This is an optimization exercise on Yosys and OpenROAD, whose aim is small area, a short achievable clock period and few clock cycles per item, not a production implementation.
Where RTL was checked, it was by simulation tests only, not by an equivalence proof against the original.
Power is estimated from default activity; no workload was simulated.

the baseline:
==> flow/design.v <==
`timescale 1ns / 1ps
package acl_pkg;
	localparam int ENTRIES = 16;
	localparam int IDX_W   = 4;
	localparam int IP_W    = 32;
	localparam int MAC_W   = 48;
	localparam int SLOT_W  = 4;
	localparam int CFG_W   = 32;
	localparam logic CFG_OWN_IP = 1'b0;
	localparam logic CFG_MASK   = 1'b1;
	localparam logic CMD_LOOKUP = 1'b0;
	localparam logic CMD_LEARN  = 1'b1;
endpackage
`timescale 1ns / 1ps
module acl_cell (
	input  logic                       clk,
	input  logic                       we,
	input  logic [acl_pkg::IP_W-1:0]   wr_ip,
	input  logic [acl_pkg::MAC_W-1:0]  wr_mac,
	input  logic [acl_pkg::IP_W-1:0]   cmp_ip,
	output logic                       eq,
	output logic [acl_pkg::MAC_W-1:0]  mac
);
	logic [acl_pkg::IP_W-1:0] ip_q;
	logic [acl_pkg::MAC_W-1:0] mac_q;
	always_ff @(posedge clk) begin
		if (we) begin
			ip_q  <= wr_ip;
			mac_q <= wr_mac;
		end
	end
	assign eq  = (ip_q == cmp_ip);
	assign mac = mac_q;
endmodule
`timescale 1ns / 1ps
module arp_cache_lru_unit (
	input  logic              clk,
	input  logic              arst_n,
	input  logic              in_valid,
	output logic              in_stall,
	input  logic              command,
	input  logic [acl_pkg::IP_W-1:0]   ip_addr,
	input  logic [acl_pkg::MAC_W-1:0]  mac_addr,
	output logic              out_valid,
	input  logic              out_stall,
	output logic [acl_pkg::MAC_W-1:0]  found_mac,
	output logic              hit,
	output logic              is_bcast,
	output logic [acl_pkg::SLOT_W-1:0] slot_used,
	input  logic              cfg_we,
	input  logic              cfg_index,
	input  logic [acl_pkg::CFG_W-1:0]  cfg_data
);
	localparam int N     = acl_pkg::ENTRIES;
	localparam int IP_W  = acl_pkg::IP_W;
	localparam int MAC_W = acl_pkg::MAC_W;
	logic [IP_W-1:0]  own_ip_q;
	logic [IP_W-1:0]  mask_q;
	logic             w_vld_q;
	logic             w_cmd_q;
	logic             w_acc_q;
	logic             w_bcast_q;
	logic             w_same_q;
	logic [N-1:0]     w_match_q;
	logic [IP_W-1:0]  w_ip_q;
	logic [MAC_W-1:0] w_mac_q;
	logic [N-1:0]     prev_we_q;
	logic             w_hitraw_q;
	logic             w_mvict_q;
	logic             prev_any_q;
	logic             prev_evict_q;
	logic [N-1:0]     used_q;
	logic             newer_q [N][N];
	logic [N-1:0]     oldest_q;
	logic             out_valid_q;
	logic [MAC_W-1:0] found_q;
	logic             hit_q;
	logic             bcast_q;
	logic [3:0]       slot_q;
	logic             stall;
	logic             in_xfer;
	logic [N-1:0]     eq;
	logic [MAC_W-1:0] ent_mac [N];
	logic [N-1:0]     in_match;
	logic             in_bcast;
	logic             in_acc;
	logic [N-1:0]     mf;
	logic             w_hit;
	logic [N-1:0]     first_empty;
	logic [N-1:0]     second;
	logic [N-1:0]     alt;
	logic [N-1:0]     target;
	logic [N-1:0]     we;
	logic [3:0]       tgt_idx;
	logic [MAC_W-1:0] sel_mac;
	assign stall    = out_valid_q && out_stall;
	assign in_stall = out_stall;
	assign in_xfer  = in_valid && !out_stall;
	always_ff @(posedge clk or negedge arst_n) begin
		if (!arst_n) begin
			own_ip_q <= '0;
			mask_q   <= '0;
		end else if (cfg_we) begin
			if (cfg_index == acl_pkg::CFG_MASK) mask_q <= cfg_data;
			else                                own_ip_q <= cfg_data;
		end
	end
	for (genvar g = 0; g < N; g++) begin : g_ent
		acl_cell u_cell (
			.clk    (clk),
			.we     (we[g]),
			.wr_ip  (w_ip_q),
			.wr_mac (w_mac_q),
			.cmp_ip (ip_addr),
			.eq     (eq[g]),
			.mac    (ent_mac[g])
		);
	end
	assign in_match = eq & used_q;
	assign in_bcast = (ip_addr == '1) ||
		((mask_q != '0) && (ip_addr == (own_ip_q | ~mask_q)));
	assign in_acc   = (command == acl_pkg::CMD_LEARN) && (ip_addr != '0) &&
		(mac_addr != '0) && (mac_addr != '1);
	always_ff @(posedge clk or negedge arst_n) begin
		if (!arst_n) begin
			w_vld_q      <= 1'b0;
			prev_we_q    <= '0;
			prev_any_q   <= 1'b0;
			prev_evict_q <= 1'b0;
		end else if (!stall) begin
			w_vld_q      <= in_xfer;
			prev_we_q    <= we;
			prev_any_q   <= w_vld_q && w_acc_q;
			prev_evict_q <= w_vld_q && w_acc_q && !w_hit && used_q[N-1];
		end
	end
	always_ff @(posedge clk) begin
		if (in_xfer) begin
			w_cmd_q   <= command;
			w_acc_q   <= in_acc;
			w_bcast_q <= in_bcast;
			w_same_q  <= (ip_addr == w_ip_q);
			w_match_q <= in_match;
			w_hitraw_q <= |in_match;
			w_mvict_q  <= |(in_match & oldest_q);
			w_ip_q    <= ip_addr;
			w_mac_q   <= mac_addr;
		end
	end
	assign mf    = (w_match_q & ~prev_we_q) | (prev_we_q & {N{w_same_q}});
	assign w_hit = (w_same_q && prev_any_q) || (w_hitraw_q && !(w_mvict_q && prev_evict_q));
	always_comb begin
		for (int i = 0; i < N; i++) begin
			first_empty[i] = !used_q[i] && ((i == 0) || used_q[(i == 0) ? 0 : i-1]);
			second[i] = used_q[i] && !oldest_q[i];
			for (int j = 0; j < N; j++) begin
				if (j > i) second[i] = second[i] && (!used_q[j] || oldest_q[j] || !newer_q[i][j]);
				if (j < i) second[i] = second[i] && (!used_q[j] || oldest_q[j] ||  newer_q[j][i]);
			end
		end
	end
	assign alt    = used_q[N-1] ? oldest_q : first_empty;
	assign target = w_hit ? mf : alt;
	assign we     = target & {N{w_vld_q && w_acc_q}};
	always_ff @(posedge clk or negedge arst_n) begin
		if (!arst_n) begin
			used_q <= '0;
		end else if (!stall) begin
			used_q <= used_q | we;
		end
	end
	always_ff @(posedge clk) begin
		if (!stall) begin
			if (!used_q[0] && w_vld_q && w_acc_q) begin
				oldest_q <= N'(1);
			end else if (used_q[1] && |(we & oldest_q)) begin
				oldest_q <= second;
			end
		end
	end
	always_ff @(posedge clk) begin
		if (!stall) begin
			for (int i = 0; i < N; i++) begin
				for (int j = i + 1; j < N; j++) begin
					if (we[i])      newer_q[i][j] <= 1'b1;
					else if (we[j]) newer_q[i][j] <= 1'b0;
				end
			end
		end
	end
	always_comb begin
		tgt_idx = '0;
		sel_mac = '0;
		for (int i = 0; i < N; i++) begin
			if (target[i]) tgt_idx = tgt_idx | 4'(i);
			if (mf[i])     sel_mac = sel_mac | ent_mac[i];
		end
	end
	always_ff @(posedge clk or negedge arst_n) begin
		if (!arst_n) begin
			out_valid_q <= 1'b0;
		end else if (!stall) begin
			out_valid_q <= w_vld_q;
		end
	end
	always_ff @(posedge clk) begin
		if (!stall) begin
			if (w_cmd_q == acl_pkg::CMD_LOOKUP) begin
				found_q <= w_bcast_q ? '1 : sel_mac;
				hit_q   <= w_bcast_q || w_hit;
				bcast_q <= w_bcast_q;
				slot_q  <= (w_bcast_q || !w_hit) ? 4'd0 : tgt_idx;
			end else begin
				found_q <= '0;
				hit_q   <= w_acc_q;
				bcast_q <= 1'b0;
				slot_q  <= w_acc_q ? tgt_idx : 4'd0;
			end
		end
	end
	assign out_valid = out_valid_q;
	assign found_mac = found_q;
	assign hit       = hit_q;
	assign is_bcast  = bcast_q;
	assign slot_used = slot_q;
endmodule
clock: 5.0 ns
lec_check: 0
abc_area: 1
cap_margin: 20
core_margin: 2
core_utilization: 60
setup_slack_margin: 2.8
slew_margin: 20
run.sh (not shown) runs the stock make flow with config.mk's settings and CLKGATE_MAP_FILE= SYNTH_SCRIPT=/design/flow/synth_recipe.tcl, a recipe that flattens the netlist after the stock synthesis.
#### Input delta (the candidate over the baseline)
--- a/flow/config.mk
+++ b/flow/config.mk
@@ -10,3 +10,3 @@
 export CORE_MARGIN = 2
-export CORE_UTILIZATION = 60
+export CORE_UTILIZATION = 40
 export SETUP_SLACK_MARGIN = 2.8
==> summary.txt <==
Of the candidate and the baseline, it is the candidate that has the higher overall die area.
Diff the baseline -> the candidate: share of the final layout cell area in multi-input gates now sits at about the same level, aggregate routed wire length now sits lower.
No functional check of the RTL was part of any run of this note.

========
Setup of red:
Another version of the RTL of arp_cache_lru_unit (not shown whole).
Size: ~5,000 cells after synthesis, about 1,600 flip-flops, roughly 65,000 um^2 of cells after synthesis.
Settings: LEC_CHECK=0, ABC_AREA=1, CAP_MARGIN=20, CORE_MARGIN=2, CORE_UTILIZATION=40, CTS_CLUSTER_DIAMETER=120, CTS_CLUSTER_SIZE=25, SETUP_SLACK_MARGIN=2.4, SLEW_MARGIN=20; clock period 5.0 ns.
Testbench counts of red, summed over its fixed seeds: cycles 8,016, items 8,000.
Input-level comparison between blue and red:
# red
export LEC_CHECK = 0
export ABC_AREA = 1
export CAP_MARGIN = 20
export CORE_MARGIN = 2
export CORE_UTILIZATION = 40
export CTS_CLUSTER_DIAMETER = 120
export CTS_CLUSTER_SIZE = 25
export SETUP_SLACK_MARGIN = 2.4
export SLEW_MARGIN = 20
create_clock -name core_clock -period 5.0 [get_ports {clk}]
# blue
export LEC_CHECK = 0
export ABC_AREA = 1
export CAP_MARGIN = 20
export CORE_MARGIN = 2
export CORE_UTILIZATION = 40
export CTS_CLUSTER_DIAMETER = 120
export CTS_CLUSTER_SIZE = 20
export SETUP_SLACK_MARGIN = 2.6
export SLEW_MARGIN = 20
create_clock -name core_clock -period 5.0 [get_ports {clk}]
### Flow results
Between red and blue, the flow reports wire length on met2 decreasing slightly.
Combinational cell fraction of total power delta (red -> blue): insignificant
Higher arrival time reported for the critical path endpoint was reported by red, not blue.
Between blue and red, the global-route wire length before repair does not differ in any meaningful way.
Compared with red, in blue portion of the layout cell area used by non-clock buffers rose 0.70 points, wire length fell 0.90%, final period demand of the worst path fell 120 ps, clock latency on the worst-skew pair rose 30 ps.
Comparing blue and red, the higher number of antenna violations at the first check in global routing is on blue.
Comparing blue and red, portion of the clock cycle consumed by the worst path in the final layout is higher on red.
Compared with red, blue shows number of global-route vias before repair higher by about 3.3%.
## Diff of input files: green against blue
# blue
export LEC_CHECK = 0
export ABC_AREA = 1
export CAP_MARGIN = 20
export CORE_MARGIN = 2
export CORE_UTILIZATION = 40
export CTS_CLUSTER_DIAMETER = 120
export CTS_CLUSTER_SIZE = 20
export SETUP_SLACK_MARGIN = 2.6
export SLEW_MARGIN = 20
create_clock -name core_clock -period 5.0 [get_ports {clk}]
# green
export LEC_CHECK = 0
export ABC_AREA = 1
export CAP_MARGIN = 20
export CORE_MARGIN = 2
export CORE_UTILIZATION = 40
export CTS_CLUSTER_DIAMETER = 120
export CTS_CLUSTER_SIZE = 25
export SETUP_SLACK_MARGIN = 2.6
export SLEW_MARGIN = 20
create_clock -name core_clock -period 5.0 [get_ports {clk}]
## What came out
- green reached the final stage; the timing, DRC and antenna checks on its layout passed.
- Taking blue as the reference, in green final worst hold slack grew by 11 ps; routed length on met3 grew by 4.8%; signed area change from the synthesized netlist to the final layout shrank by 1.0 points; total power shrank by 3.4%.

separate check: timing with driven ports:
In the flow no input, the clock included, has a driving cell. The finished layouts below were timed again as built, in two steps.
Step 1 assumes that a clkbuf_16 drives the clock port and a buf_2 every other input.
Step 2, shift: input delay + t, output delay - t, t = (earliest + latest rising clock arrival at the registers) / 2. This alone moves slack from input paths to output paths.
a / b / c = no drivers / after step 1 / after step 2; a / b = the first two.
run | t (ns) | setup WS [ns] | hold WS [ns] | pins driven straight from the clock port
the baseline | 0.862 | 2.516 / 2.477 / 1.615 | 0.370 / 0.311 / 0.452 | 1
the candidate | 0.897 | 2.498 / 2.416 / 1.829 | 0.281 / 0.230 / 0.483 | 1
red | 0.792 | 2.391 / 2.366 / 1.666 | 0.283 / 0.243 / 0.460 | 1
blue | 0.808 | 2.506 / 2.499 / 1.837 | 0.244 / 0.202 / 0.457 | 1
green | 0.809 | 2.453 / 2.453 / 1.822 | 0.255 / 0.212 / 0.461 | 1
After both steps every run listed still meets setup and hold. For the baseline, which loses most, drivers alone change the setup slack by -0.039 ns; drivers and shift together by -0.901 ns.
